Context: an optimization exercise on an open-source flow, tuned for small area, a short achievable clock period and few clock cycles per item. The choices shown serve that exercise and are no tape-out recipe. RTL that was checked went through simulation tests only; none was proved equivalent to the original. No functional check of the RTL was part of run 6.

**flow/design.v**
```verilog
`timescale 1ns / 1ps
package hsh_pkg;
  localparam int CB = 8;
  localparam int HB = 16;
endpackage
`timescale 1ns / 1ps
module rgb_hue_shifter (
  input  logic        clk,
  input  logic        rst_n,
  input  logic        in_tvalid,
  output logic        in_tready,
  input  logic [23:0] in_tdata,    
  output logic        out_tvalid,
  input  logic        out_tready,
  output logic [55:0] out_tdata,   
  input  logic        cfg_psel,
  input  logic        cfg_penable,
  input  logic        cfg_pwrite,
  input  logic [2:0]  cfg_paddr,
  input  logic [31:0] cfg_pwdata,
  output logic [31:0] cfg_prdata,
  output logic        cfg_pready
);
  logic rst_q;
  logic irst;
  logic vrst;
  always_ff @(posedge clk) rst_q <= rst_n;
  assign irst = !rst_q;
  assign vrst = !rst_n || !rst_q;
  logic [15:0] off_r;
  logic [17:0] off3_r;
  logic [15:0] rd_r;
  always_ff @(posedge clk) begin
    if (!rst_n) begin
      off_r <= 16'h0000;
    end else if (cfg_psel && cfg_penable && cfg_pwrite && !cfg_paddr[2]) begin
      off_r <= cfg_pwdata[15:0];
    end
  end
  always_ff @(posedge clk) off3_r <= {2'b00, off_r} + {1'b0, off_r, 1'b0};
  always_ff @(posedge clk) rd_r <= cfg_paddr[2] ? 16'h0000 : off_r;
  assign cfg_prdata = {16'h0000, rd_r};
  assign cfg_pready = 1'b1;
  logic en;
  logic o_v;
  logic rdy_r;
  assign en        = !o_v || out_tready;
  assign in_tready = rdy_r;
  logic       s0_v;
  logic [7:0] s0_r, s0_g, s0_b;
  logic       s0_rg, s0_rb, s0_gb;
  logic       i_rg, i_rb, i_gb;
  logic       sk_v;
  logic [26:0] sk_d, in_x;
  logic       acc;
  assign i_rg = in_tdata[7:0] >= in_tdata[15:8];
  assign i_rb = in_tdata[7:0] >= in_tdata[23:16];
  assign i_gb = in_tdata[15:8] >= in_tdata[23:16];
  assign in_x = {i_gb, i_rb, i_rg, in_tdata};
  assign acc  = in_tvalid && rdy_r;
  always_ff @(posedge clk) begin
    if (vrst) begin
      sk_v  <= 1'b0;
      rdy_r <= 1'b0;
    end else begin
      sk_v  <= !en && (sk_v || acc);
      rdy_r <= en || !(sk_v || acc);
    end
  end
  always_ff @(posedge clk) begin
    if (irst)    s0_v <= 1'b0;
    else if (en) s0_v <= sk_v || acc;
  end
  always_ff @(posedge clk) begin
    if (!sk_v) sk_d <= in_x;
    if (en) {s0_gb, s0_rb, s0_rg, s0_b, s0_g, s0_r} <= sk_v ? sk_d : in_x;
  end
  logic       max_r, max_g;
  logic [7:0] v1n, mn1n, ea1n, eb1n;
  logic [7:0] d1n;
  logic [8:0] e1n;
  logic [1:0] j1n;
  assign max_r = s0_rg && s0_rb;
  assign max_g = !max_r && s0_gb;
  always_comb begin
    if (max_r) begin
      v1n  = s0_r;
      mn1n = s0_gb ? s0_b : s0_g;
      ea1n = s0_g;
      eb1n = s0_b;
      j1n  = s0_gb ? 2'd0 : 2'd3;
    end else if (max_g) begin
      v1n  = s0_g;
      mn1n = s0_rb ? s0_b : s0_r;
      ea1n = s0_b;
      eb1n = s0_r;
      j1n  = 2'd1;
    end else begin
      v1n  = s0_b;
      mn1n = s0_rg ? s0_g : s0_r;
      ea1n = s0_r;
      eb1n = s0_g;
      j1n  = 2'd2;
    end
  end
  assign d1n = v1n - mn1n;
  assign e1n = {1'b0, ea1n} - {1'b0, eb1n};
  logic       s1_v;
  logic [7:0] s1_vv, s1_d;
  logic [8:0] s1_e;
  logic [1:0] s1_j;
  logic       s1_t;
  always_ff @(posedge clk) begin
    if (irst)      s1_v <= 1'b0;
    else if (en) s1_v <= s0_v;
  end
  always_ff @(posedge clk) begin
    if (en) begin
      s1_vv <= v1n;
      s1_d  <= d1n;
      s1_e  <= e1n;
      s1_j  <= j1n;
      s1_t  <= s0_g == s0_b;
    end
  end
  logic [9:0]  d3_2n;
  logic [9:0]  r0s_2n, r0_2n;
  logic        q16_2n;
  logic [7:0]  negd, sr0;
  logic [9:0]  sx0;
  assign d3_2n = {2'b00, s1_d} + {1'b0, s1_d, 1'b0};
  assign r0s_2n = {s1_e[8], s1_e}
                + ((s1_j == 2'd2 || s1_j == 2'd3) ? {2'b00, s1_d} : 10'd0)
                + ((s1_j == 2'd1 || s1_j == 2'd3) ? {1'b0, s1_d, 1'b0} : 10'd0);
  assign r0_2n  = (s1_j == 2'd1 && s1_t) ? 10'd0 : r0s_2n;
  assign q16_2n = (s1_j == 2'd0) ? (s1_d == 8'd0)
                : (s1_j == 2'd1) ? s1_t : 1'b1;
  assign negd = 8'd0 - s1_d;
  assign sr0  = (s1_d == 8'd0) ? 8'd0 : ~negd;
  assign sx0  = {1'b0, sr0, negd[7]} - {2'b00, s1_vv};
  function automatic [8:0] sat_rs(input [7:0] r, input b, input [7:0] v);
    reg [9:0] t;
    begin
      t = {1'b0, r, b} - {2'b00, v};
      sat_rs = t[9] ? {1'b0, r[6:0], b} : {1'b1, t[7:0]};
    end
  endfunction
  function automatic [10:0] hue_rs(input [9:0] r, input [9:0] dv);
    reg [11:0] t;
    begin
      t = {1'b0, r, 1'b0} - {2'b00, dv};
      hue_rs = t[11] ? {1'b0, r[8:0], 1'b0} : {1'b1, t[9:0]};
    end
  endfunction
  localparam int NST = 8;    
  logic        dv_v  [NST+1];
  logic [7:0]  dv_vv [NST+1];
  logic [9:0]  dv_d3 [NST+1];
  logic [9:0]  dv_p  [NST+1];
  logic [16:0] dv_hq [NST+1];
  logic [7:0]  dv_sr [NST+1];
  logic [6:0]  dv_sl [NST+1];
  logic [8:0]  dv_sq [NST+1];
  logic [7:0]  dv_s  [NST+1];
  logic [11:0] dv_pa [NST+1];
  logic [11:0] dv_pb [NST+1];
  logic [15:0] dv_pp [NST+1];
  logic [7:0]  dv_mq [NST+1];
  always_ff @(posedge clk) begin
    if (irst)      dv_v[0] <= 1'b0;
    else if (en) dv_v[0] <= s1_v;
  end
  always_ff @(posedge clk) begin
    if (en) begin
      dv_vv[0] <= s1_vv;
      dv_d3[0] <= d3_2n;
      dv_p[0]  <= r0_2n;
      dv_hq[0] <= {16'd0, q16_2n};
      dv_sr[0] <= sx0[9] ? {sr0[6:0], negd[7]} : sx0[7:0];
      dv_sl[0] <= negd[6:0];
      dv_sq[0] <= {8'd0, !sx0[9]};
    end
  end
  for (genvar k = 1; k <= NST; k++) begin : g_div
    logic [10:0] pa, pb;
    assign pa = hue_rs(dv_p[k-1], dv_d3[k-1]);
    assign pb = hue_rs(pa[9:0], dv_d3[k-1]);
    always_ff @(posedge clk) begin
      if (irst)      dv_v[k] <= 1'b0;
      else if (en) dv_v[k] <= dv_v[k-1];
    end
    always_ff @(posedge clk) begin
      if (en) begin
        dv_vv[k] <= dv_vv[k-1];
        dv_d3[k] <= dv_d3[k-1];
        dv_p[k]  <= pb[9:0];
        dv_hq[k] <= {dv_hq[k-1][14:0], pa[10], pb[10]};
      end
    end
    if (k <= 4) begin : g_sat
      logic [8:0] sa, sb;
      assign sa = sat_rs(dv_sr[k-1], dv_sl[k-1][6], dv_vv[k-1]);
      assign sb = sat_rs(sa[7:0], dv_sl[k-1][5], dv_vv[k-1]);
      always_ff @(posedge clk) begin
        if (en) begin
          dv_sr[k] <= sb[7:0];
          dv_sl[k] <= {dv_sl[k-1][4:0], 2'b00};
          dv_sq[k] <= {dv_sq[k-1][6:0], sa[8], sb[8]};
        end
      end
    end else if (k == 5) begin : g_s
      always_ff @(posedge clk) begin
        if (en) dv_s[k] <= dv_sq[k-1][8:1] + {7'd0, dv_sq[k-1][0]};
      end
    end else if (k == 6) begin : g_pab
      always_ff @(posedge clk) begin
        if (en) begin
          dv_s[k]  <= dv_s[k-1];
          dv_pa[k] <= dv_vv[k-1] * dv_s[k-1][3:0];
          dv_pb[k] <= dv_vv[k-1] * dv_s[k-1][7:4];
        end
      end
    end else if (k == 7) begin : g_p
      always_ff @(posedge clk) begin
        if (en) begin
          dv_s[k]  <= dv_s[k-1];
          dv_pp[k] <= {4'd0, dv_pa[k-1]} + {dv_pb[k-1], 4'd0};
        end
      end
    end else begin : g_mq
      logic [16:0] t;
      logic [24:0] u;
      assign t = {1'b0, dv_pp[k-1]} + 17'd128;
      assign u = {t, 8'd0} + {8'd0, t};
      always_ff @(posedge clk) begin
        if (en) begin
          dv_s[k]  <= dv_s[k-1];
          dv_pp[k] <= dv_pp[k-1];
          dv_mq[k] <= u[23:16];
        end
      end
    end
  end
  logic [15:0] hq, h_b1n;
  logic        q0;
  logic [18:0] x_b1n;
  logic [3:0]  t4, t4m6;
  logic [2:0]  sec_b1n;
  logic [14:0] g_b1n;
  assign hq     = dv_hq[NST][16:1];
  assign q0     = dv_hq[NST][0];
  assign h_b1n  = hq + {15'd0, q0};
  assign x_b1n  = {2'b00, hq, 1'b0} + {3'b000, hq} + {1'b0, off3_r} + {17'd0, q0, q0};
  assign t4     = x_b1n[18:15];
  assign t4m6   = t4 - 4'd6;
  assign sec_b1n = (t4 >= 4'd6) ? t4m6[2:0] : t4[2:0];
  assign g_b1n  = sec_b1n[0] ? x_b1n[14:0] : ~x_b1n[14:0];
  logic        b1_v;
  logic [15:0] b1_h, b1_p;
  logic [17:0] b1_p3;
  logic [14:0] b1_g;
  logic [2:0]  b1_sec;
  logic [7:0]  b1_vv, b1_s, b1_mv;
  always_ff @(posedge clk) begin
    if (irst)      b1_v <= 1'b0;
    else if (en) b1_v <= dv_v[NST];
  end
  always_ff @(posedge clk) begin
    if (en) begin
      b1_h   <= h_b1n;
      b1_p   <= dv_pp[NST];
      b1_p3  <= {2'b00, dv_pp[NST]} + {1'b0, dv_pp[NST], 1'b0};
      b1_g   <= g_b1n;
      b1_sec <= sec_b1n;
      b1_vv  <= dv_vv[NST];
      b1_s   <= dv_s[NST];
      b1_mv  <= dv_vv[NST] - dv_mq[NST];
    end
  end
  localparam logic [30:0] RC = 31'd16383 + 31'd4161536;
  function automatic [17:0] r4row(input [1:0] dg, input [15:0] p, input [17:0] p3);
    begin
      case (dg)
        2'd0:    r4row = 18'd0;
        2'd1:    r4row = {2'b00, p};
        2'd2:    r4row = {1'b0, p, 1'b0};
        default: r4row = p3;
      endcase
    end
  endfunction
  function automatic [61:0] csa(input [30:0] x, input [30:0] y, input [30:0] z);
    reg [30:0] sm, cy;
    begin
      sm  = x ^ y ^ z;
      cy  = (x & y) | (x & z) | (y & z);
      csa = {cy[29:0], 1'b0, sm};
    end
  endfunction
  logic [2:0]  dg0;
  logic [17:0] rw0;
  logic [30:0] pr [9];
  logic [61:0] c1a, c1b, c1c, c2a, c2b, c3a;
  assign dg0 = {1'b0, b1_g[1:0]} + {2'b00, !b1_sec[0]};
  assign rw0 = (dg0 == 3'd4) ? {b1_p, 2'b00} : r4row(dg0[1:0], b1_p, b1_p3);
  assign pr[0] = {13'd0, rw0};
  logic [15:0] g16;
  assign g16 = {1'b0, b1_g};
  for (genvar i = 1; i < 8; i++) begin : g_rows
    logic [17:0] rw;
    assign rw    = r4row(g16[2*i+1:2*i], b1_p, b1_p3);
    assign pr[i] = {13'd0, rw} << (2 * i);
  end
  assign pr[8] = RC;
  assign c1a = csa(pr[0], pr[1], pr[2]);
  assign c1b = csa(pr[3], pr[4], pr[5]);
  assign c1c = csa(pr[6], pr[7], pr[8]);
  assign c2a = csa(c1a[30:0], c1a[61:31], c1b[30:0]);
  assign c2b = csa(c1b[61:31], c1c[30:0], c1c[61:31]);
  assign c3a = csa(c2a[30:0], c2a[61:31], c2b[30:0]);
  logic        b2_v;
  logic [30:0] b2_ws, b2_wc, b2_wd;
  logic [15:0] b2_h;
  logic [2:0]  b2_sec;
  logic [7:0]  b2_vv, b2_s, b2_mv;
  always_ff @(posedge clk) begin
    if (irst)      b2_v <= 1'b0;
    else if (en) b2_v <= b1_v;
  end
  always_ff @(posedge clk) begin
    if (en) begin
      b2_ws  <= c3a[30:0];
      b2_wc  <= c3a[61:31];
      b2_wd  <= c2b[61:31];
      b2_h   <= b1_h;
      b2_sec <= b1_sec;
      b2_vv  <= b1_vv;
      b2_s   <= b1_s;
      b2_mv  <= b1_mv;
    end
  end
  logic [30:0] w_b3n;
  assign w_b3n = b2_ws + b2_wc + b2_wd;
  logic        b3_v;
  logic [15:0] b3_y;
  logic [15:0] b3_h;
  logic [2:0]  b3_sec;
  logic [7:0]  b3_vv, b3_s, b3_mv;
  always_ff @(posedge clk) begin
    if (irst)      b3_v <= 1'b0;
    else if (en) b3_v <= b2_v;
  end
  always_ff @(posedge clk) begin
    if (en) begin
      b3_y   <= w_b3n[30:15];
      b3_h   <= b2_h;
      b3_sec <= b2_sec;
      b3_vv  <= b2_vv;
      b3_s   <= b2_s;
      b3_mv  <= b2_mv;
    end
  end
  logic [24:0] xs;
  logic [7:0]  xv, cv, mv;
  logic [7:0]  ro, go, bo;
  logic [55:0] res;
  assign xs = {1'b0, b3_vv, 16'd65278} - {1'b0, b3_y, 8'd0} - {9'd0, b3_y};
  assign xv = xs[23:16];
  assign cv = b3_vv;
  assign mv = b3_mv;
  always_comb begin
    unique case (b3_sec)
      3'd0: begin ro = cv; go = xv; bo = mv; end
      3'd1: begin ro = xv; go = cv; bo = mv; end
      3'd2: begin ro = mv; go = cv; bo = xv; end
      3'd3: begin ro = mv; go = xv; bo = cv; end
      3'd4: begin ro = xv; go = mv; bo = cv; end
      default: begin ro = cv; go = mv; bo = xv; end
    endcase
  end
  assign res = {b3_vv, b3_s, b3_h, bo, go, ro};
  logic [55:0] o_d;
  always_ff @(posedge clk) begin
    if (vrst)    o_v <= 1'b0;
    else if (en) o_v <= b3_v;
  end
  always_ff @(posedge clk) begin
    if (en) o_d <= res;
  end
  assign out_tvalid = o_v;
  assign out_tdata  = o_d;
endmodule
```
**flow/flow/run.sh**
```bash
#!/bin/bash
set -euo pipefail
bash standard.sh SETUP_SLACK_MARGIN=6.5 TNS_END_PERCENT=100 finish > standard.log 2>&1
```
**flow/constraint.sdc**
```tcl
create_clock -name core_clock -period 10.0 [get_ports {clk}]
set_input_delay 2.0000 -clock core_clock [delete_from_list [all_inputs] [get_ports {clk}]]
set_output_delay 2.0000 -clock core_clock [all_outputs]
set_load 0.01 [all_outputs]
```
**flow/config.mk**
```make
export PLATFORM = sky130hd
export DESIGN_NAME = rgb_hue_shifter
export DESIGN_NICKNAME = rgb_hue_shifter
export VERILOG_FILES = /design/flow/design.v
export SDC_FILE = /design/flow/constraint.sdc
export NUM_CORES = 4
export LEC_CHECK = 0
export ABC_AREA = 1
export CAP_MARGIN = 20
export CORE_MARGIN = 2
export CORE_UTILIZATION = 40
export CTS_CLUSTER_DIAMETER = 60
export CTS_CLUSTER_SIZE = 30
export SLEW_MARGIN = 20
```
**flow/standard.sh**
```bash
#!/bin/bash
# synth_recipe.tcl (not shown) runs the flow's synth.tcl, then flattens the netlist and writes it again
# the make line also repeats each setting of config.mk as NAME=value (left out here)
make -C /OpenROAD-flow-scripts/flow DESIGN_CONFIG=/design/flow/config.mk WORK_HOME=/design/flow/orfs CLKGATE_MAP_FILE= SYNTH_SCRIPT=/design/flow/synth_recipe.tcl "${@:-finish}"
```
==> out/results.txt, run 1 <==
The clock sink count is 953. At the worst endpoint, the arrival time is 3.95 ns. The starting utilization of the core area is 40.2%.

No sink is reached through more buffers than the 3 on the longest clock path. The final wirelength came out at 149000 microns. Among all flip-flop cells after synthesis, the most frequent one is edfxtp_1. For the summed negative setup slack over all endpoints, the log shows 0 ns.

The cell area after synthesis was 60900 sq um; the count of unique library cells instantiated by Yosys was 54. The tool flagged a number of max-cap violations equal to 0. The x dimension of the die came out at 394 microns. The tools report the highest clock frequency the design can meet as 288 MHz. For the final standard cell utilization of the core, the log shows 46.2%. The initial antenna violation count was 0; the share of flip-flops with an asynchronous set or reset was 0%. By area the synthesized netlist is led by edfxtp_1 42%, ha_1 11%, nand2_1 9.3%, inv_1 6.5%, fa_1 5.3%.

The worst-margin pin slew was 0.819 ns; the number of H-tree branching levels was 3. STA classifies the critical path startpoint as a register.

The placed wire-length estimate after detailed placement came out at 112000 microns. Setup clock skew after layout: 0.0509 ns. The critical path is of the reg -> reg type. After clock tree synthesis, the clock-pin slew on the worst setup and hold paths is 0.08 ns.

For this block, the via count after detailed routing is 45700. The final layout net count was 7601.

The run finished with no timing, DRC or antenna violations. The first detailed-routing pass ran for 6 iterations. During synthesis, Yosys emitted a total of 15 warnings. The first global-routing pass estimated 236000 microns of wire. For this run, the total global-route usage over all layers was measured as 18.7%. The routed design could run at a clock period as short as 3.47 ns.

In the routed design, unresolved DRC markers number 0. Clock latency on the worst-skew pair, taken at its later pin, is 0.74 ns. The worst pin sits at a relative slew slack of 45.4%. The count of mapped cells out of synthesis is 6603. Setup violations remaining at the end of the flow were counted as 0.

For the placed instance area, the log shows 64100 sq um. The tools report the endpoint type of the worst setup path as a register. Along the worst path, the maximum fanout reaches 7.

The run gives 96 as the CTS buffer count. The number of flip-flops and latches in the synthesized netlist is 953. The proportion of synthesized chip area in sequential cells was 45.4%; the average cell area after synthesis was 9.22 sq um.

The die is 394 microns tall. The congestion estimate from routability-driven global placement came to 0.969. Number of global-route vias before repair: 44300. The root buffer cell chosen for the clock tree is clkbuf_16. The post-detailed-route count of antenna-violating nets was 0; the count of buffers inserted at the top-level ports was 121. Data on the critical path is required at its endpoint by 10.48 ns. For this block, the initial DRC count from the detailed router was 2933. The tightest min-delay check is of the reg -> reg type.

The run gives 157 as the number of primary I/O pins. Relative to the synthesized area, the layout overhead comes to 15.0%. The synthesized design devotes to its leading area cell type 42.3% of total area.

The run gives 0 as the hold violation count in the final report. The logs give 152000 sq um for the core area and 0 for the count of hold buffers inserted by post-cts repair. Number of synthesized flops with an enable pin: 858. Of the available clock period, the critical path in the final layout requires 34.7%.

In the routed layout, each cell is associated on average with a via count of 5.10. The total overflow left after global routing is 0. After detailed routing, the average wire length per cell comes to 16.6 microns. The number of inserted diodes is 0.

Setup repair after global routing could not meet its margin everywhere. For the final instance area, the log shows 70000 sq um. After floorplanning, the core was divided into 143 placement rows. The share of layout cells above drive strength 1 was 8.96%; the overall die area was 155000 sq um. The final count of pins violating max slew was 0.

Of all cell types, the one taking the most synthesized area is edfxtp_1. The tools report the maximum number of pins on one net before global-route repair as 137. TritonCTS built the clock tree.
Yosys cell counts, types with 8 or more instances:
cell and n:
a21o_1 19, a21oi_1 438, a221oi_1 37, a31oi_1 20, buf_2 8, buf_4 23, buf_6 9, clkbuf_1 102
clkinv_1 8, dfxtp_1 95, edfxtp_1 858, fa_1 162, ha_1 513, inv_1 1048, inv_2 24, nand2_1 1512
nand2_2 13, nand3_1 290, nand3_2 17, nand3b_1 34, nand4_1 205, nor2_1 355, nor3_1 30, o211ai_1 14
o21ai_0 293, o21ai_1 8, o21bai_1 36, o221ai_1 47, o22ai_1 52, or2_2 23, xnor2_1 86, xor2_1 143
per-stage QoR:
stage               hold WS, ns  cells  setup WS [ns]
floorplan                 0.355   6618           5.33
global placement          0.401   8640           4.95
detailed placement        0.405   8640           4.91
CTS                       0.386   8863           6.50
global route              0.386   8973           6.44
finish                    0.388   8973           6.53
final cells by class:
cell class / count / area (sq um)
Clock buffer: 99 / 2480
Clock inverter: 82 / 1120
Fill cell: 14300 / 81500
Inverter: 1080 / 4120
Multi-Input combinational cell: 4462 / 29700
Sequential cell: 953 / 27700
Tap cell: 2030 / 2540
Timing Repair Buffer: 262 / 2330
Timing Repair inverter: 5 / 41.3
sequential cells by signal, indices dropped and copies added, names as in the netlist, 32 cells and up:
name,cells
o_d,56
dv_hq,81
dv_pp,32
dv_d3,80
dv_s,32
dv_sr,32
dv_p,80
dv_vv,72
metal layers:
metal / vias up / GRT usage, % / wire [microns]
met1: 21500 / 24.1 / 65700
met3: 277 / 2.53 / 6440
met2: 1052 / 32.7 / 72700
met5: - / 0 / 0
met4: 0 / 5.69 / 4460
li1: 22900 / - / -
final timing paths:
path,start,end,slack [ns],depth (start not counted)
hold reg to reg,b2_h[9],b3_h[9],0.39,0
setup / recovery,b1_g[0],b2_ws[13],6.53,12
hold / removal,b2_h[9],b3_h[9],0.39,0
setup reg to reg,b1_g[0],b2_ws[13],6.53,12
kinds of logic (layout without fill, tap and decap cells):
family	count (synthesis)	in the layout	share of synthesized area, %
compound gates	1003	1003	9.48
xor+xnor	229	229	3.29
fa+ha+maj	675	675	15.9
buf+inv	1222	1528	7.80
flops	953	953	45.4
other cells	2	17	0.0123
simple gates	2519	2538	18.1
cell usage in the layout, fill, tap and decap left out, types with 126 or more instances in the layout:
| cell type | count |
|---|---|
| edfxtp_1 | 858 |
| nand3_1 | 284 |
| inv_1 | 1020 |
| xor2_1 | 143 |
| fa_1 | 160 |
| nand2_1 | 1482 |
| nor2_1 | 348 |
| o21ai_0 | 269 |
| a21oi_1 | 426 |
| ha_1 | 465 |
| buf_4 | 126 |
| nand4_1 | 205 |
timing repair:
item                                    CTS  global route
cloned                                    2            22
pin swaps                                12            41
setup buffers                            40            88
resized for setup                       162           186
hold endpoints to repair                  0             0
endpoints found under the setup margin  820           333
critical path, cell delays in order, from the launching register on:
cell and delay (ns):
edfxtp_1 0.41, ha_4 0.18, ha_4 0.34, inv_2 0.09, nor2_4 0.17, buf_12 0.15, nand2_1 0.06, o221ai_2 0.09
a21oi_2 0.07, fa_1 0.54, fa_1 0.61, inv_2 0.07, fa_1 0.47
Testbench counts, summed over its fixed seeds: cycles 32,888, items 32,768.
==> run 2, diff against run 1 <==
--- a/flow/config.mk
+++ b/flow/config.mk
@@ -9,6 +9,4 @@
 export CAP_MARGIN = 20
 export CORE_MARGIN = 2
 export CORE_UTILIZATION = 40
-export CTS_CLUSTER_DIAMETER = 60
-export CTS_CLUSTER_SIZE = 30
 export SLEW_MARGIN = 20
==> out/results.txt, run 2 <==
The area added between synthesis and finish was 14.8% (was 15.0%). The x dimension of the die came out at 394 microns (unchanged). The setup clock skew after layout was 0.0591 ns (was 0.0509 ns); the initial detailed-routing violation count was 3036 (was 2933). The number of optimization iterations in the first detailed-route pass is 6 (unchanged). The average cell area after synthesis works out to 9.22 sq um (unchanged).

Largest registers: dv_hq x81, dv_d3 x80, dv_p x80 (unchanged). The most used flip-flop cell after synthesis is edfxtp_1 (unchanged). The final instance area is 69900 sq um (was 70000 sq um). The cell type of the slowest stage on the worst timing path is fa_1 (unchanged). The highest clock frequency the design can meet was 284 MHz (was 288 MHz); the overall die area was 155000 sq um (unchanged).

Setup repair after global routing could not meet its margin everywhere. The number of flip-flops and latches in the synthesized netlist was 953 (unchanged). The total routing resource utilization after global routing was 18.8% (was 18.7%); the proportion of synthesized chip area in sequential cells was 45.4% (unchanged). The number of primary I/O pins is 157 (unchanged). The tools report the number of H-tree branching levels as 3 (unchanged). The clock tree root buffer cell was clkbuf_16 (unchanged). The wire length per cell is 16.7 microns (was 16.6 microns).

The clock-pin transition on the worst setup and hold timing paths is 0.06 ns (was 0.08 ns). The largest register by flop count was dv_hq (unchanged). The number of global-route vias before repair is 44400 (was 44300), and the total number of placement rows is 143 (unchanged). The critical path required time is 10.46 ns (was 10.48 ns). The run gives 6603 (unchanged) as the count of mapped cells out of synthesis. The run gives 8640 (unchanged) as the number of instances in the placed design. CTS buffer count: 106 (was 96).

The overall via count from detail_route was 45800 (was 45700). The summed negative setup slack over all endpoints is 0 ns (unchanged). The worst setup path category was reg -> reg (unchanged). Most used standard cells in the synthesized netlist: 1512 x nand2_1, 1048 x inv_1, 858 x edfxtp_1 (unchanged). For the worst-case setup slack after placement, the log shows 4.91 ns (unchanged). The share of flip-flops with an asynchronous set or reset is 0% (unchanged), and the routability congestion estimate from global placement is 0.969 (unchanged). The run finished with no timing, DRC or antenna violations. The data arrival time of the critical path was 3.98 ns (was 3.95 ns). The remaining design rule violation count was 0 (unchanged). The final wirelength came out at 150000 microns (was 149000 microns). Endpoint type of the worst setup path: a register (unchanged). The number of inserted diodes was 0 (unchanged). The placed instance area was 64100 sq um (unchanged); the largest stage delay on the critical path was 0.55 ns (was 0.61 ns). The number of flip-flops under the largest register name was 81 (unchanged); the Yosys warning count was 15 (unchanged). TritonCTS built the clock tree.

The run gives 0 (unchanged) as the final global-route overflow total. The library cell appearing most often on the critical path was fa_1 (unchanged). The post-detailed-route count of antenna-violating nets is 0 (unchanged). The hold violation count in the final report is 0 (unchanged), and the count of unique library cells instantiated by Yosys is 54 (unchanged). The placed wire-length estimate after detailed placement is 112000 microns (unchanged), and the biggest fanout along the worst timing path is 14 (was 7). The run gives 0 (unchanged) as the initial antenna violation count. Leading post-synthesis cells by cell area: edfxtp_1 42%, ha_1 11%, nand2_1 9.3%, inv_1 6.5%, fa_1 5.3% (unchanged).

The most common cell after layout, fill and taps aside was nand2_1 (unchanged). First-pass GRT wire length: 237000 microns (was 236000 microns). Cell chain of the critical path: ha_4 > ha_4 > nand2_4 > clkinvlp_4 > buf_4 > a221oi_2 > fa_1 > fa_1 > inv_1 > fa_1 (was ha_4 > ha_4 > inv_2 > nor2_4 > buf_12 > nand2_1 > o221ai_2 > a21oi_2 > fa_1 > fa_1 > inv_2 > fa_1). Class of the most critical hold timing path: reg -> reg (unchanged). The logs give 0 (unchanged) for the count of max-cap constraint violations and 0 (unchanged) for the final count of pins violating max slew. The height of the die works out to 394 microns (unchanged). The setup slack after layout was 6.48 ns (was 6.53 ns). The cell area after synthesis was 60900 sq um (unchanged). The number of synthesized flops with an enable pin came out at 858 (unchanged).

The tools report the worst hold slack across all endpoints as 0.362 ns (was 0.388 ns). The maximum number of pins on one net before global-route repair was 137 (unchanged). The starting utilization of the core area came out at 40.2% (unchanged). The kind of start point of the critical path was a register (unchanged). The post-layout minimum cycle time works out to 3.52 ns (was 3.47 ns). The maximum count of clock buffers along a single path was 3 (unchanged). Highest-count cells in the layout ignoring fill and taps: 1486 x nand2_1, 1018 x inv_1, 858 x edfxtp_1 (was 1482 x nand2_1, 1020 x inv_1, 858 x edfxtp_1). The count of non-filler cells in the finished layout came out at 8990 (was 8973). Most numerous cell in the Yosys netlist: nand2_1 (unchanged).

Final-report setup violation count: 0 (unchanged). The clock latency reported for the late side of the worst-skew pair is 0.74 ns (about the same), and the worst-margin pin slew is 0.827 ns (was 0.819 ns). The cell type contributing the most total cell area after synthesis was edfxtp_1 (unchanged). The final standard cell utilization of the core is 46.1% (was 46.2%), and the via density per instance is 5.09 (was 5.10). For the final layout net count, the log shows 7609 (was 7601). The area share of the largest cell type after synthesis was 42.3% (unchanged). The count of buffers inserted at the top-level ports was 121 (unchanged); the share of layout cells above drive strength 1 was 8.61% (was 8.96%). The worst-case headroom to the max-slew limit is 44.9% (was 45.4%). The clock sink count came out at 953 (unchanged). The final worst-path cycle share is 35.2% (was 34.7%), and the core area is 152000 sq um (unchanged).
-- run 2: cell counts after synthesis --
Identical to the previous run, type by type.
-- run 2: timing repair --
item / 4_1_cts / 5_1_grt
hold buffers: 0 / 0
resized for setup: 160 / 181
setup buffers: 50 / 80
cloned: 2 / 18
setup endpoints to repair: 819 / 394
pin swaps: 20 / 41
-- run 2: cell families after synthesis --
| kind of cell | share of synthesized area [%] |
|---|---|
| other cells | 0.0123 |
| flops | 45.4 |
| xor+xnor | 3.29 |
| fa+ha+maj | 15.9 |
| buf+inv | 7.80 |
| simple gates | 18.1 |
| compound gates | 9.48 |
-- run 2: final timing paths --
kind,startpoint,endpoint,slack [ns],cells after the start
max,b1_g[0],b2_ws[16],6.48,10
min,dv_sq[3][2],dv_sq[4][4],0.36,0
max reg2reg,b1_g[0],b2_ws[16],6.48,10
min reg2reg,dv_sq[3][2],dv_sq[4][4],0.36,0
-- run 2: cell type report --
type / instances / area (sq um)
Fill cell: 14400 / 81700
Sequential cell: 953 / 27700
Clock inverter: 75 / 821
Timing Repair Buffer: 264 / 2380
Tap cell: 2030 / 2540
Inverter: 1080 / 4130
Clock buffer: 125 / 2740
Multi-Input combinational cell: 4459 / 29600
Timing Repair inverter: 4 / 33.8
-- run 2: routing by layer --
layer  routed length (microns)  global-route usage (%)  share of wire, %  vias to the layer above
met2                     73100                    32.8                49                     1044
met5                         0                       0                 0                        -
li1                          -                       -                 -                    22900
met1                     66100                    24.2                44                    21600
met3                      6150                    2.41               4.1                      285
met4                      4650                    6.00               3.1                        0
-- run 2: worst max-delay path: cells and delay by family (launching register included) --
family	cells	cell delay [ns]
compound gates	1	0.26
buf+inv	3	0.41
fa+ha+maj	5	1.95
simple gates	1	0.22
flops	1	0.42
==> run 3, diff against run 2 <==
--- a/flow/config.mk
+++ b/flow/config.mk
@@ -9,4 +9,6 @@
 export CAP_MARGIN = 20
 export CORE_MARGIN = 2
 export CORE_UTILIZATION = 40
+export CTS_CLUSTER_DIAMETER = 100
+export CTS_CLUSTER_SIZE = 20
 export SLEW_MARGIN = 20
==> out/results.txt, run 3 <==
The run finished with no timing, DRC or antenna violations. The highest clock frequency the design can meet was 282 MHz (was 284 MHz); the initial detailed-routing violation count was 3059 (was 3036). The number of H-tree branching levels is 2 (was 3).

The logs give 15 (unchanged) for the Yosys warning count and 149000 microns (was 150000 microns) for the final wirelength. Count of buffers inserted at the top-level ports: 121 (unchanged). The core area was 152000 sq um (unchanged); the area added between synthesis and finish was 11.8% (was 14.8%).

The run gives 60900 sq um (unchanged) as the cell area after synthesis. The cell class contributing the biggest share of worst-path delay is adder cells (unchanged). The run gives 45400 (was 45800) as the overall via count from detail_route. Cell chain of the critical path: ha_4 > ha_4 > inv_4 > nor2_4 > buf_6 > inv_2 > o22ai_1 > a21oi_1 > o21ai_0 > fa_1 > inv_1 > fa_1 > inv_1 > fa_1 (was ha_4 > ha_4 > nand2_4 > clkinvlp_4 > buf_4 > a221oi_2 > fa_1 > fa_1 > inv_1 > fa_1).

The summed negative setup slack over all endpoints is 0 ns (unchanged). The kind of start point of the critical path was a register (unchanged). The run gives 0.73 ns (was 0.74 ns) as the clock latency reported for the late side of the worst-skew pair.

The largest stage delay on the critical path was 0.59 ns (was 0.55 ns). Largest registers: dv_hq x81, dv_d3 x80, dv_p x80 (unchanged). The logs give 10.43 ns (was 10.46 ns) for the critical path required time and 44.9% (was 46.1%) for the final standard cell utilization of the core.

The most numerous cell in the Yosys netlist was nand2_1 (unchanged). The run gives 64100 sq um (unchanged) as the placed instance area. Count of mapped cells out of synthesis: 6603 (unchanged). TritonCTS built the clock tree.

The number of inserted diodes came out at 0 (unchanged). The initial antenna violation count was 0 (unchanged); the wire length per cell was 16.8 microns (was 16.7 microns). The final layout net count is 7554 (was 7609). Placed wire-length estimate after detailed placement: 112000 microns (unchanged).

The library cell appearing most often on the critical path was fa_1 (unchanged). Most used flip-flop cell after synthesis: edfxtp_1 (unchanged). The worst-margin pin slew was 0.820 ns (was 0.827 ns); the number of optimization iterations in the first detailed-route pass was 8 (was 6). The cell type of the slowest stage on the worst timing path was fa_1 (unchanged).

The tools report the clock tree root buffer cell as clkbuf_16 (unchanged). The starting utilization of the core area is 40.2% (unchanged). Final-report setup violation count: 0 (unchanged). The setup slack after layout was 6.46 ns (was 6.48 ns); the number of flip-flops under the largest register name was 81 (unchanged). The via density per instance came out at 5.11 (was 5.09). The clock-pin transition on the worst setup and hold timing paths was 0.09 ns (was 0.06 ns). Leading post-synthesis cells by cell area: edfxtp_1 42%, ha_1 11%, nand2_1 9.3%, inv_1 6.5%, fa_1 5.3% (unchanged). Clock sink count: 953 (unchanged).

The area share of the largest cell type after synthesis was 42.3% (unchanged); the remaining design rule violation count was 0 (unchanged). The total number of placement rows is 143 (unchanged), and the height of the die is 394 microns (unchanged). Most used standard cells in the synthesized netlist: 1512 x nand2_1, 1048 x inv_1, 858 x edfxtp_1 (unchanged).

Setup repair after global routing could not meet its margin everywhere. The largest register by flop count was dv_hq (unchanged). For the first-pass GRT wire length, the log shows 235000 microns (was 237000 microns).

The maximum number of pins on one net before global-route repair is 137 (unchanged), and the average cell area after synthesis is 9.22 sq um (unchanged). The endpoint type of the worst setup path was a register (unchanged). The tools report the count of max-cap constraint violations as 0 (unchanged). The number of primary I/O pins is 157 (unchanged).

The post-detailed-route count of antenna-violating nets is 0 (unchanged). The overall die area came out at 155000 sq um (unchanged). The hold violation count in the final report is 0 (unchanged). Highest-count cells in the layout ignoring fill and taps: 1486 x nand2_1, 1020 x inv_1, 858 x edfxtp_1 (was 1486 x nand2_1, 1018 x inv_1, 858 x edfxtp_1). The share of layout cells above drive strength 1 was 7.26% (was 8.61%). Worst path buffer plus inverter count: 5 (was 3). The most common cell after layout, fill and taps aside was nand2_1 (unchanged). The maximum count of clock buffers along a single path was 3 (unchanged). Final worst-path cycle share: 35.4% (was 35.2%). The final global-route overflow total came out at 0 (unchanged). The CTS buffer count was 57 (was 106); the data arrival time of the critical path was 3.98 ns (about the same). The number of global-route vias before repair is 43900 (was 44400), and the final instance area is 68000 sq um (was 69900 sq um). The biggest fanout along the worst timing path is 5 (was 14). The worst-case headroom to the max-slew limit is 45.3% (was 44.9%), and the worst-case setup slack after placement is 4.91 ns (unchanged). The routability congestion estimate from global placement is 0.969 (unchanged).

For the proportion of synthesized chip area in sequential cells, the log shows 45.4% (unchanged). Share of flip-flops with an asynchronous set or reset: 0% (unchanged). The worst setup path category was reg -> reg (unchanged). The x dimension of the die was 394 microns (unchanged).

Total routing resource utilization after global routing: 18.6% (was 18.8%). The number of synthesized flops with an enable pin works out to 858 (unchanged). Count of unique library cells instantiated by Yosys: 54 (unchanged). The post-layout minimum cycle time is 3.54 ns (was 3.52 ns). The number of flip-flops and latches in the synthesized netlist works out to 953 (unchanged).

The class of the most critical hold timing path was reg -> reg (unchanged). The count of hold buffers inserted by post-cts repair came out at 0 (unchanged). The final count of pins violating max slew was 0 (unchanged). The cell type contributing the most total cell area after synthesis is edfxtp_1 (unchanged). The tools report the setup clock skew after layout as 0.0438 ns (was 0.0591 ns).

The number of fill cells in the layout is 14500 (was 14400).
run 3: cell type report:
class,count,area (sq um),area share [%]
Timing Repair Buffer,258,2350,3.45
Clock buffer,77,1530,2.25
Timing Repair inverter,4,33.8,0.0497
Inverter,1080,4130,6.06
Clock inverter,16,195,0.287
Multi-Input combinational cell,4459,29600,43.5
Tap cell,2030,2540,3.73
Sequential cell,953,27700,40.7
run 3: cells by family after synthesis:
kind of cell             Yosys count  synth area share [%]
other                              2                0.0123
buffers and inverters           1222                  7.80
AND/OR/NAND/NOR                 2519                  18.1
adder cells (fa/ha/maj)          675                  15.9
AO/OA/AOI/OAI                   1003                  9.48
flip-flops                       953                  45.4
XOR/XNOR                         229                  3.29
run 3: final timing paths:
path	start	endpoint	slack [ns]	cells past startpoint
setup / recovery	b1_g[0]	b2_ws[9]	6.46	14
hold / removal	b2_h[12]	b3_h[12]	0.40	0
setup reg to reg	b1_g[0]	b2_ws[9]	6.46	14
hold reg to reg	b2_h[12]	b3_h[12]	0.40	0
run 3: through the flow:
step,std cells,hold WS [ns]
5_1_grt,8877,0.407
3_5_place_dp,8640,0.405
3_3_place_gp,8640,0.401
2_1_floorplan,6618,0.355
6_report,8877,0.401
4_1_cts,8776,0.389
run 3: metal layers:
metal  global-route usage, %  vias to the layer above  share of wire, %
met5                       0                        -                 0
met4                    4.94                        0               2.6
met3                    1.80                      238               3.8
met2                    32.8                      981                49
met1                    24.2                    21400                45
li1                        -                    22700                 -
run 3: repair_timing:
| item | 4_1_cts | 5_1_grt |
|---|---|---|
| buffers inserted | 41 | 83 |
| gates cloned | 2 | 18 |
| resized for setup | 163 | 173 |
| pin swaps | 14 | 42 |
| setup endpoints to repair | 821 | 435 |
==> run 4, diff against run 3 <==
--- a/flow/config.mk
+++ b/flow/config.mk
@@ -10,5 +10,5 @@
 export CORE_MARGIN = 2
 export CORE_UTILIZATION = 40
 export CTS_CLUSTER_DIAMETER = 100
-export CTS_CLUSTER_SIZE = 20
+export CTS_CLUSTER_SIZE = 30
 export SLEW_MARGIN = 20
==> out/results.txt, run 4 <==
The maximum number of pins on one net before global-route repair was 137 (unchanged). Share of flip-flops with an asynchronous set or reset: 0% (unchanged). The worst-margin pin slew came out at 0.840 ns (was 0.820 ns).

The run gives 0 (unchanged) as the number of inserted diodes. Worst flop-to-flop path endpoint: b2_ws[13] (was b2_ws[9]). The run gives 60900 sq um (unchanged) as the cell area after synthesis.

For the Yosys warning count, the log shows 15 (unchanged). Highest-count cells in the layout ignoring fill and taps: 1485 x nand2_1, 1020 x inv_1, 858 x edfxtp_1 (was 1486 x nand2_1, 1020 x inv_1, 858 x edfxtp_1). For the post-detailed-route count of antenna-violating nets, the log shows 0 (unchanged). The hold path startpoint is dv_sq[3][2] (was b2_h[12]). The clock-pin transition on the worst setup and hold timing paths was 0.12 ns (was 0.09 ns). The logs give 54 (unchanged) for the count of unique library cells instantiated by Yosys and 0 (unchanged) for the count of hold buffers inserted by post-cts repair.

The endpoint type of the worst setup path is a register (unchanged). The number of synthesized flops with an enable pin was 858 (unchanged); the height of the die was 394 microns (unchanged). The summed negative setup slack over all endpoints was 0 ns (unchanged). The remaining design rule violation count is 0 (unchanged). The tools report the initial antenna violation count as 0 (unchanged). The class of the most critical hold timing path is reg -> reg (unchanged).

The tools report the overall via count from detail_route as 45200 (was 45400). The area added between synthesis and finish was 11.6% (was 11.8%). The post-layout minimum cycle time works out to 3.45 ns (was 3.54 ns). The data arrival time of the critical path is 3.88 ns (was 3.98 ns). The worst hold path cell count is 0 (unchanged), and the worst-case headroom to the max-slew limit is 44.0% (was 45.3%).

The number of cells on the worst reg-to-reg path came out at 11 (was 14). The tools report the hold violation count in the final report as 0 (unchanged). The clock sink count is 953 (unchanged), and the initial detailed-routing violation count is 3132 (was 3059). For the highest clock frequency the design can meet, the log shows 290 MHz (was 282 MHz). Cell type contributing the most total cell area after synthesis: edfxtp_1 (unchanged).

The kind of start point of the critical path was a register (unchanged). Most used flip-flop cell after synthesis: edfxtp_1 (unchanged). Setup repair after global routing could not meet its margin everywhere.

The share of layout cells above drive strength 1 is 7.43% (was 7.26%), and the proportion of synthesized chip area in sequential cells is 45.4% (unchanged). For the count of max-cap constraint violations, the log shows 0 (unchanged). Final wirelength: 149000 microns (about the same). The most common cell after layout, fill and taps aside is nand2_1 (unchanged). Most used standard cells in the synthesized netlist: 1512 x nand2_1, 1048 x inv_1, 858 x edfxtp_1 (unchanged). The tools report the overall die area as 155000 sq um (unchanged). The count of mapped cells out of synthesis was 6603 (unchanged). The final worst-path cycle share came out at 34.5% (was 35.4%). Number of H-tree branching levels: 2 (unchanged). The tools report the total number of placement rows as 143 (unchanged). The average cell area after synthesis is 9.22 sq um (unchanged), and the number of flip-flops and latches in the synthesized netlist is 953 (unchanged).

Number of optimization iterations in the first detailed-route pass: 6 (was 8). The first-pass GRT wire length was 235000 microns (about the same); the biggest fanout along the worst timing path was 7 (was 5). The core area was 152000 sq um (unchanged); the total routing resource utilization after global routing was 18.5% (was 18.6%). The area share of the largest cell type after synthesis is 42.3% (unchanged), and the routability congestion estimate from global placement is 0.969 (unchanged). The final layout net count was 7548 (was 7554); the setup clock skew after layout was 0.0424 ns (was 0.0438 ns). The maximum count of clock buffers along a single path came out at 3 (unchanged). TritonCTS built the clock tree. Leading post-synthesis cells by cell area: edfxtp_1 42%, ha_1 11%, nand2_1 9.3%, inv_1 6.5%, fa_1 5.3% (unchanged). The clock tree root buffer cell was clkbuf_16 (unchanged). Number of global-route vias before repair: 43700 (was 43900).

Placed wire-length estimate after detailed placement: 112000 microns (unchanged). The most numerous cell in the Yosys netlist was nand2_1 (unchanged). The run gives 0 (unchanged) as the final-report setup violation count.

Largest registers: dv_hq x81, dv_d3 x80, dv_p x80 (unchanged). The endpoint of the worst hold path is dv_sq[4][4] (was b3_h[12]). The final standard cell utilization of the core was 44.8% (was 44.9%). The number of flip-flops under the largest register name works out to 81 (unchanged).

The flow ran to the end and the layout has no timing, DRC or antenna violations. Worst reg2reg path startpoint: b1_g[0] (unchanged). Via density per instance: 5.09 (was 5.11).

The x dimension of the die came out at 394 microns (unchanged). Wire length per cell: 16.8 microns (about the same). The final count of pins violating max slew was 0 (unchanged). The count of buffers inserted at the top-level ports was 121 (unchanged).

The tools report the CTS buffer count as 45 (was 57). The worst setup path category is reg -> reg (unchanged). The number of primary I/O pins is 157 (unchanged). For the final global-route overflow total, the log shows 0 (unchanged). The minimum setup slack among reg-to-reg paths is 6.55 ns (was 6.46 ns), and the starting utilization of the core area is 40.2% (unchanged).

The critical path required time was 10.43 ns (about the same). The largest register by flop count is dv_hq (unchanged). The run gives 0.71 ns (was 0.73 ns) as the clock latency reported for the late side of the worst-skew pair.
-- run 4: cell counts after synthesis --
Identical to the previous run, type by type.
-- run 4: worst max-delay path: stages, from the launching register on --
cell	delay [ns]
edfxtp_1	0.43
ha_4	0.19
ha_4	0.32
buf_4	0.13
nor2_4	0.04
inv_4	0.12
o221ai_1	0.11
a21oi_1	0.20
fa_1	0.48
fa_1	0.62
inv_1	0.09
fa_1	0.47
-- run 4: layer usage --
metal	vias up	GRT usage, %	routed length [microns]
met4	0	4.87	3720
met5	-	0	0
met1	21300	24.3	66600
met2	927	32.8	72900
met3	203	1.65	5370
li1	22700	-	-
-- run 4: cells by family after synthesis --
logic type                 after synthesis  share of synthesized area, %
and+or+nand+nor                       2519                          18.1
AOI/OAI and AO/OA                     1003                          9.48
buffers and inverters                 1222                          7.80
other                                    2                        0.0123
xor gates and xnor gates               229                          3.29
adders and majority gates              675                          15.9
DFF                                    953                          45.4
-- run 4: final cells by class --
type                    instances  area (sq um)
clock inverters                27           445
repair inverters                4          33.8
flip-flops and latches        953         27700
fillers                     14500         83600
multi-input cells            4461         29600
inverters                    1080          4120
clock buffers                  52          1180
repair buffers                262          2360
well taps                    2030          2540
-- run 4: worst max path at each step --
stage / endpoint / startpoint / slack (ns) / cells past startpoint
6_report: b2_ws[13] / b1_g[0] / 6.55 / 11
5_1_grt: dv_p[3][3] / dv_d3[2][2] / 6.45 / 19
4_1_cts: dv_hq[8][0] / out_tready / 6.48 / 6
3_5_place_dp: o_d[5] / out_tready / 4.91 / 5
3_3_place_gp: b3_y[14] / out_tready / 4.95 / 5
2_1_floorplan: b1_g[0] / out_tready / 5.33 / 3
-- run 4: through the flow --
stage / area [sq um] / setup WS, ns / hold slack [ns] / instances
final: 68000 / 6.55 / 0.403 / 8869
after global routing: 68000 / 6.45 / 0.415 / 8869
after CTS: 66400 / 6.48 / 0.407 / 8768
after detailed placement: 64100 / 4.91 / 0.405 / 8640
after global placement: 64100 / 4.95 / 0.401 / 8640
after floorplan: 61000 / 5.33 / 0.355 / 6618
-- run 4: repair_timing --
action | CTS | global route
resized for setup | 166 | 173
pin swaps | 17 | 41
buffers inserted | 47 | 81
cloned | 2 | 20
endpoints found under the setup margin | 820 | 430
==> run 5, diff against run 4 <==
==> flow/flow/run.sh (replaced) <==
#!/bin/bash
set -euo pipefail
bash standard.sh SETUP_SLACK_MARGIN=6.7 TNS_END_PERCENT=100 finish > standard.log 2>&1
==> out/results.txt, run 5 <==
Highest-count cells in the layout ignoring fill and taps: 1430 x nand2_1, 964 x inv_1, 858 x edfxtp_1 (was 1485 x nand2_1, 1020 x inv_1, 858 x edfxtp_1). The tools report the worst flop-to-flop path endpoint as b2_ws[15] (was b2_ws[13]). The most used flip-flop cell after synthesis was edfxtp_1 (unchanged). The area share of the largest cell type after synthesis is 42.3% (unchanged).

Most used standard cells in the synthesized netlist: 1512 x nand2_1, 1048 x inv_1, 858 x edfxtp_1 (unchanged). For the post-detailed-route count of antenna-violating nets, the log shows 0 (unchanged). The run gives 40.2% (unchanged) as the starting utilization of the core area. The x dimension of the die was 394 microns (unchanged); the share of flip-flops with an asynchronous set or reset was 0% (unchanged).

The final-report setup violation count was 0 (unchanged). The count of unique library cells instantiated by Yosys is 54 (unchanged). The wire length per cell is 17.1 microns (was 16.8 microns).

The maximum number of pins on one net before global-route repair is 174 (was 137), and the average cell area after synthesis is 9.22 sq um (unchanged). The clock sink count is 953 (unchanged), and the minimum setup slack among reg-to-reg paths is 6.53 ns (was 6.55 ns).

The tools report the overall die area as 155000 sq um (unchanged). The share of layout cells above drive strength 1 is 14.7% (was 7.43%). Most common cell after layout, fill and taps aside: nand2_1 (unchanged). For the count of hold buffers inserted by post-cts repair, the log shows 0 (unchanged). The cell type contributing the most total cell area after synthesis was edfxtp_1 (unchanged).

The initial detailed-routing violation count was 3147 (was 3132). The run gives 44700 (was 43700) as the number of global-route vias before repair. The CTS buffer count is 46 (was 45), and the clock-pin transition on the worst setup and hold timing paths is 0.11 ns (was 0.12 ns).

For the final count of pins violating max slew, the log shows 0 (unchanged). TritonCTS built the clock tree. For the count of mapped cells out of synthesis, the log shows 6603 (unchanged). The run gives 2 (unchanged) as the number of H-tree branching levels.

Leading post-synthesis cells by cell area: edfxtp_1 42%, ha_1 11%, nand2_1 9.3%, inv_1 6.5%, fa_1 5.3% (unchanged). The placed wire-length estimate after detailed placement is 112000 microns (about the same). The largest register by flop count was dv_hq (unchanged).

The final layout net count came out at 7734 (was 7548). The area added between synthesis and finish is 16.7% (was 11.6%), and the number of flip-flops under the largest register name is 81 (unchanged). The number of synthesized flops with an enable pin was 858 (unchanged); the total routing resource utilization after global routing was 18.8% (was 18.5%). Worst reg2reg path startpoint: b1_g[0] (unchanged). The tools report the summed negative setup slack over all endpoints as 0 ns (unchanged).

The final worst-path cycle share was 34.7% (was 34.5%). For the placed instance area, the log shows 64100 sq um (about the same). Remaining design rule violation count: 0 (unchanged). The worst hold path cell count is 0 (unchanged). The worst-case headroom to the max-slew limit is 36.4% (was 44.0%), and the worst-margin pin slew is 0.954 ns (was 0.840 ns). The highest clock frequency the design can meet came out at 288 MHz (was 290 MHz). The endpoint of the worst hold path was b3_s[6] (was dv_sq[4][4]).

The data arrival time of the critical path came out at 3.92 ns (was 3.88 ns). The tools report the Yosys warning count as 15 (unchanged). The critical path required time is 10.45 ns (was 10.43 ns), and the routability congestion estimate from global placement is 0.971 (was 0.969). Largest registers: dv_hq x81, dv_d3 x80, dv_p x80 (unchanged). The biggest fanout along the worst timing path was 8 (was 7); the first-pass GRT wire length was 239000 microns (was 235000 microns). Clock tree root buffer cell: clkbuf_16 (unchanged).

The number of inserted diodes is 0 (unchanged), and the final global-route overflow total is 0 (unchanged). The number of flip-flops and latches in the synthesized netlist was 953 (unchanged). For the proportion of synthesized chip area in sequential cells, the log shows 45.4% (unchanged). The count of max-cap constraint violations came out at 0 (unchanged). The via density per instance was 5.14 (was 5.09); the post-layout minimum cycle time was 3.47 ns (was 3.45 ns). The run gives 155000 microns (was 149000 microns) as the final wirelength.

The flow ran to the end and the layout has no timing, DRC or antenna violations. The most numerous cell in the Yosys netlist is nand2_1 (unchanged). The kind of start point of the critical path was a register (unchanged).

The class of the most critical hold timing path was reg -> reg (unchanged). Total number of placement rows: 143 (unchanged). The tools report the number of primary I/O pins as 157 (unchanged).

The number of optimization iterations in the first detailed-route pass is 8 (was 6). The core area is 152000 sq um (unchanged), and the maximum count of clock buffers along a single path is 3 (unchanged). The cell area after synthesis was 60900 sq um (unchanged); the overall via count from detail_route was 46600 (was 45200). Endpoint type of the worst setup path: a register (unchanged). Height of the die: 394 microns (unchanged). The number of cells on the worst reg-to-reg path is 11 (unchanged), and the hold violation count in the final report is 0 (unchanged). Setup repair after global routing could not meet its margin everywhere. Hold path startpoint: b2_s[6] (was dv_sq[3][2]). Count of buffers inserted at the top-level ports: 121 (unchanged). The final instance area was 71100 sq um (was 68000 sq um). The worst setup path category was reg -> reg (unchanged). The run gives 0 (unchanged) as the initial antenna violation count.

The logs give 0.0559 ns (was 0.0424 ns) for the setup clock skew after layout and 0.70 ns (was 0.71 ns) for the clock latency reported for the late side of the worst-skew pair.
==> run 5: final cells by class <==
class,instances,area (sq um)
Fill cell,14200,80500
Multi-Input combinational cell,4465,31400
Timing Repair Buffer,443,3660
Inverter,1080,4130
Timing Repair inverter,4,47.5
Tap cell,2030,2540
Clock buffer,52,1190
Sequential cell,953,27700
Clock inverter,29,445
==> run 5: how the worst max path moves through the flow <==
stage	cells past startpoint	slack [ns]	from	to
5_1_grt	12	6.45	b1_sec[0]	b2_ws[15]
2_1_floorplan	3	5.33	out_tready	b1_g[0]
3_5_place_dp	5	4.49	out_tready	o_d[11]
4_1_cts	11	6.56	b1_g[0]	b2_ws[13]
6_report	11	6.53	b1_g[0]	b2_ws[15]
3_3_place_gp	5	4.54	out_tready	o_d[13]
==> run 5: metal layers <==
metal	track usage (%)	part of all wire (%)	up-vias
met5	0	0	-
met1	24.0	43	22100
met3	1.86	4.0	276
met2	33.8	50	1087
met4	5.39	3.0	0
li1	-	-	23100
==> run 5: metrics by stage <==
step | setup WS (ns) | instances | hold WS [ns] | utilization (%)
after global routing | 6.45 | 9056 | 0.390 | 46.9
after floorplan | 5.33 | 6618 | 0.355 | -
final | 6.53 | 9056 | 0.390 | 46.9
after CTS | 6.56 | 8868 | 0.395 | 44.6
after detailed placement | 4.49 | 8636 | 0.405 | 42.3
after global placement | 4.54 | 8636 | 0.402 | 42.3
==> run 5: repair_timing <==
| item | 4_1_cts | 5_1_grt |
|---|---|---|
| pin swaps | 66 | 121 |
| resized for setup | 545 | 365 |
| endpoints found under the setup margin | 1029 | 527 |
| setup buffers | 134 | 172 |
| cloned | 17 | 16 |
| hold endpoints to repair | 0 | 0 |
==> run 5: cell families after synthesis <==
| kind of cell | synth area share, % |
|---|---|
| DFF | 45.4 |
| AOI/OAI and AO/OA | 9.48 |
| and+or+nand+nor | 18.1 |
| adders and majority gates | 15.9 |
| buffers and inverters | 7.80 |
| xor gates and xnor gates | 3.29 |
| other | 0.0123 |
==> run 5: critical path, cell delays in order, from the launching register on <==
cell	delay (ns)
edfxtp_1	0.44
ha_4	0.19
ha_4	0.31
inv_4	0.06
nand3_4	0.10
clkinvlp_4	0.23
buf_4	0.22
a21oi_4	0.13
fa_1	0.47
fa_1	0.58
inv_2	0.05
fa_1	0.45
==> run 6, diff against run 5 <==
--- a/flow/design.v
+++ b/flow/design.v
@@ -255,10 +255,13 @@
   assign t4m6   = t4 - 4'd6;
   assign sec_b1n = (t4 >= 4'd6) ? t4m6[2:0] : t4[2:0];
   assign g_b1n  = sec_b1n[0] ? x_b1n[14:0] : ~x_b1n[14:0];
+  logic [2:0]  dg0_b1n;
+  assign dg0_b1n = {1'b0, g_b1n[1:0]} + {2'b00, !sec_b1n[0]};
   logic        b1_v;
   logic [15:0] b1_h, b1_p;
   logic [17:0] b1_p3;
   logic [14:0] b1_g;
+  logic [2:0]  b1_dg0;
   logic [2:0]  b1_sec;
   logic [7:0]  b1_vv, b1_s, b1_mv;
   always_ff @(posedge clk) begin
@@ -271,6 +274,7 @@
       b1_p   <= dv_pp[NST];
       b1_p3  <= {2'b00, dv_pp[NST]} + {1'b0, dv_pp[NST], 1'b0};
       b1_g   <= g_b1n;
+      b1_dg0 <= dg0_b1n;
       b1_sec <= sec_b1n;
       b1_vv  <= dv_vv[NST];
       b1_s   <= dv_s[NST];
@@ -296,12 +300,10 @@
       csa = {cy[29:0], 1'b0, sm};
     end
   endfunction
-  logic [2:0]  dg0;
   logic [17:0] rw0;
   logic [30:0] pr [9];
   logic [61:0] c1a, c1b, c1c, c2a, c2b, c3a;
-  assign dg0 = {1'b0, b1_g[1:0]} + {2'b00, !b1_sec[0]};
-  assign rw0 = (dg0 == 3'd4) ? {b1_p, 2'b00} : r4row(dg0[1:0], b1_p, b1_p3);
+  assign rw0 = (b1_dg0 == 3'd4) ? {b1_p, 2'b00} : r4row(b1_dg0[1:0], b1_p, b1_p3);
   assign pr[0] = {13'd0, rw0};
   logic [15:0] g16;
   assign g16 = {1'b0, b1_g};
==> flow/flow/run.sh (replaced) <==
#!/bin/bash
set -euo pipefail
bash standard.sh SETUP_SLACK_MARGIN=6.8 TNS_END_PERCENT=100 finish > standard.log 2>&1
==> out/results.txt, run 6 <==
Most used standard cells in the synthesized netlist: 1542 x nand2_1, 1071 x inv_1, 859 x edfxtp_1 (was 1512 x nand2_1, 1048 x inv_1, 858 x edfxtp_1). The clock latency reported for the late side of the worst-skew pair was 0.69 ns (was 0.70 ns); the maximum count of clock buffers along a single path was 3 (unchanged). The number of flip-flops and latches in the synthesized netlist came out at 954 (was 953).

The share of flip-flops with an asynchronous set or reset was 0% (unchanged). The tools report the overall via count from detail_route as 47700 (was 46600). The number of synthesized flops with an enable pin was 859 (was 858).

CTS buffer count: 45 (was 46). The logs give 0 (unchanged) for the hold violation count in the final report and 2 (was 0) for the initial antenna violation count. X dimension of the die: 395 microns (was 394 microns). Cell chain of the critical path: buf_2 (was ha_4 > ha_4 > inv_4 > nand3_4 > clkinvlp_4 > buf_4 > a21oi_4 > fa_1 > fa_1 > inv_2 > fa_1). The height of the die was 395 microns (was 394 microns).

The area added between synthesis and finish is 19.7% (was 16.7%). Endpoint type of the worst setup path: an output port (was a register). The final count of pins violating max slew is 0 (unchanged).

Most common cell after layout, fill and taps aside: nand2_1 (unchanged). The final layout net count was 7942 (was 7734). Count of mapped cells out of synthesis: 6665 (was 6603).

Cell type of the slowest stage on the worst timing path: edfxtp_1 (was fa_1). Setup repair after global routing could not meet its margin everywhere. The worst-case setup slack after placement is 4.77 ns (was 4.49 ns), and the post-layout minimum cycle time is 3.30 ns (was 3.47 ns). The tools report the remaining design rule violation count as 0 (unchanged). The routability congestion estimate from global placement is 0.957 (was 0.971). Core area: 152000 sq um (about the same). The run gives 1.30 ns (was 3.92 ns) as the data arrival time of the critical path. For the clock sink count, the log shows 954 (was 953). The run gives 243000 microns (was 239000 microns) as the first-pass GRT wire length.

The most used flip-flop cell after synthesis is edfxtp_1 (unchanged). The average cell area after synthesis came out at 9.16 sq um (was 9.22 sq um). The via density per instance was 5.14 (about the same); the final-report setup violation count was 0 (unchanged). The final global-route overflow total was 0 (unchanged); the count of hold buffers inserted by post-cts repair was 0 (unchanged). The flow ran to the end and the layout has no timing, DRC or antenna violations. The total number of placement rows is 143 (unchanged).

The run gives 159000 microns (was 155000 microns) as the final wirelength. The wire length per cell was 17.1 microns (about the same). The count of buffers inserted at the top-level ports is 121 (unchanged). The final standard cell utilization of the core is 48.2% (was 46.9%), and the post-detailed-route count of antenna-violating nets is 0 (unchanged). The worst path buffer plus inverter count works out to 1 (was 4).

The area share of the largest cell type after synthesis came out at 42.2% (was 42.3%). For the setup clock skew after layout, the log shows 0.0523 ns (was 0.0559 ns). The number of flip-flops under the largest register name is 81 (unchanged). The count of unique library cells instantiated by Yosys is 59 (was 54), and the total routing resource utilization after global routing is 19.2% (was 18.8%). The share of layout cells above drive strength 1 works out to 17.8% (was 14.7%).

The cell class contributing the biggest share of worst-path delay was flip-flops (was adder cells). Critical path required time: 8.00 ns (was 10.45 ns). The run gives 44.6% (was 36.4%) as the worst-case headroom to the max-slew limit.

For the number of global-route vias before repair, the log shows 45800 (was 44700). For the count of max-cap constraint violations, the log shows 0 (unchanged). Proportion of synthesized chip area in sequential cells: 45.3% (was 45.4%).

The clock tree root buffer cell was clkbuf_16 (unchanged). Largest registers: dv_hq x81, dv_d3 x80, dv_p x80 (unchanged). TritonCTS built the clock tree. Highest-count cells in the layout ignoring fill and taps: 1410 x nand2_1, 959 x inv_1, 859 x edfxtp_1 (was 1430 x nand2_1, 964 x inv_1, 858 x edfxtp_1). The final worst-path cycle share is 33.0% (was 34.7%). Worst setup path category: reg -> out (was reg -> reg). The kind of start point of the critical path was a register (unchanged). The number of H-tree branching levels came out at 2 (unchanged). The tools report the number of primary I/O pins as 157 (unchanged). Largest stage delay on the critical path: 0.45 ns (was 0.58 ns). Overall die area: 156000 sq um (was 155000 sq um). The most numerous cell in the Yosys netlist is nand2_1 (unchanged). The tools report the initial detailed-routing violation count as 3372 (was 3147). Leading post-synthesis cells by cell area: edfxtp_1 42%, ha_1 10%, nand2_1 9.5%, inv_1 6.6%, fa_1 5.3% (was edfxtp_1 42%, ha_1 11%, nand2_1 9.3%, inv_1 6.5%, fa_1 5.3%). The cell type contributing the most total cell area after synthesis was edfxtp_1 (unchanged). The class of the most critical hold timing path was reg -> reg (unchanged). Biggest fanout along the worst timing path: 1 (was 8). The worst-margin pin slew was 0.829 ns (was 0.954 ns). The run gives 15 (unchanged) as the Yosys warning count. The placed wire-length estimate after detailed placement is 112000 microns (about the same).

The run gives 0 ns (unchanged) as the summed negative setup slack over all endpoints. The number of inserted diodes came out at 0 (unchanged).

For the maximum number of pins on one net before global-route repair, the log shows 130 (was 174). Largest register by flop count: dv_hq (unchanged). The number of optimization iterations in the first detailed-route pass was 7 (was 8). The clock-pin transition on the worst setup and hold timing paths came out at 0.11 ns (about the same). The run gives 303 MHz (was 288 MHz) as the highest clock frequency the design can meet. The run gives 61100 sq um (was 60900 sq um) as the cell area after synthesis. The starting utilization of the core area is 40.3% (was 40.2%). Setup slack after layout: 6.70 ns (was 6.53 ns). The number of fill cells in the layout is 14200 (about the same).
## run 6: changes by cell type after synthesis, sizes merged, moves of 4 or more
| cell | previous run | this run |
|---|---|---|
| nand2 | 1527 | 1552 |
| nand3 | 314 | 338 |
| o22ai | 52 | 64 |
| o21ai | 302 | 291 |
| inv | 1072 | 1081 |
| o221ai | 47 | 38 |
| a22oi | 0 | 7 |
| a21oi | 445 | 440 |
| nor2 | 367 | 372 |
| clkbuf | 102 | 106 |
| nand3b | 34 | 30 |
| xor2 | 143 | 139 |
## run 6: area by class of cell
cell class / count / area, sq um / share of cell area, %
Sequential cell: 954 / 27700 / 37.9
Timing Repair inverter: 8 / 95.1 / 0.130
Clock inverter: 25 / 377 / 0.515
Clock buffer: 53 / 1180 / 1.61
Timing Repair Buffer: 592 / 4920 / 6.74
Multi-Input combinational cell: 4512 / 32000 / 43.8
Tap cell: 2030 / 2540 / 3.47
Inverter: 1090 / 4210 / 5.76
## run 6: cell families (layout without fill, tap and decap cells)
kind of cell | count (synthesis) | count (layout) | synth area share, %
DFF | 954 | 954 | 45.3
buffers and inverters | 1239 | 1768 | 7.90
other | 2 | 17 | 0.0123
and+or+nand+nor | 2573 | 2598 | 18.4
xor gates and xnor gates | 224 | 224 | 3.21
AOI/OAI and AO/OA | 1000 | 1000 | 9.40
adders and majority gates | 673 | 673 | 15.8
## run 6: per-stage QoR
step / instances / instance area, sq um / hold slack [ns]
finish: 9264 / 73100 / 0.391
global route: 9264 / 73100 / 0.388
CTS: 8972 / 68700 / 0.382
detailed placement: 8693 / 64300 / 0.405
global placement: 8693 / 64300 / 0.400
floorplan: 6680 / 61200 / 0.355
## run 6: worst reg2reg max path: stages, from the launching register on
cell and delay (ns):
edfxtp_1 0.52, buf_6 0.17, buf_4 0.14, clkinvlp_4 0.15
buf_4 0.17, a221oi_2 0.33, fa_1 0.47, inv_1 0.09
fa_1 0.39, inv_1 0.10, fa_1 0.40
## run 6: timing repair
action | 4_1_cts | 5_1_grt
endpoints found under the setup margin | 1144 | 410
gates resized for setup | 634 | 470
endpoints found under the hold margin | 0 | 0
setup buffers | 171 | 283
gates cloned | 30 | 9
pin swaps | 56 | 189
## run 6: final timing paths
| check | from | end | slack [ns] | cells after the start |
|---|---|---|---|---|
| min | dv_vv[6][0] | dv_vv[7][0] | 0.39 | 0 |
| max | o_d[24] | out_tdata[24] | 6.70 | 1 |
| min reg2reg | dv_vv[6][0] | dv_vv[7][0] | 0.39 | 0 |
| max reg2reg | b1_g[4] | b2_ws[13] | 6.82 | 10 |
## run 6: routing by layer
metal	global-route usage (%)	up-vias	wire, microns
li1	-	23600	-
met4	6.32	0	5370
met2	33.8	1170	78400
met1	24.5	22600	67900
met5	0	-	0
met3	2.26	312	7060

==> afterwards: timing with drivers on the ports <==
The results above use ideal ports. As a check the final layouts listed here were re-extracted and re-timed, cells and wires unchanged.
Step 1: set_driving_cell puts a clkbuf_16 on clk and a buf_2 on each other input, an assumption about the parent block.
Step 2 adds t to the input delays and takes it off the output delays; t is the mean of the earliest and latest rising clock arrival at the registers after step 1. Input paths then give back, and output paths get back, about the clock's delay inside the block.
a / b / c = no drivers / after step 1 / after step 2; a / b = the first two.
run | t, ns | setup slack, ns | clock arrival spread, ns | worst data-port slew with drivers (ns)
run 1 | 0.793 | 6.532 / 6.517 / 5.817 | 0.054 / 0.054 | 0.05
run 2 | 0.790 | 6.478 / 6.478 / 5.823 | 0.065 / 0.065 | 0.05
run 3 | 0.786 | 6.455 / 6.455 / 5.835 | 0.046 / 0.046 | 0.05
run 4 | 0.771 | 6.550 / 6.531 / 5.860 | 0.048 / 0.048 | 0.05
run 5 | 0.758 | 6.528 / 6.528 / 6.092 | 0.058 / 0.058 | 0.05
run 6 | 0.747 | 6.698 / 6.621 / 6.100 | 0.066 / 0.066 | 0.06
After both steps every run listed still meets setup and hold. The setup slack of run 1, which loses most, moves by -0.015 ns with the drivers and by -0.715 ns with both steps.
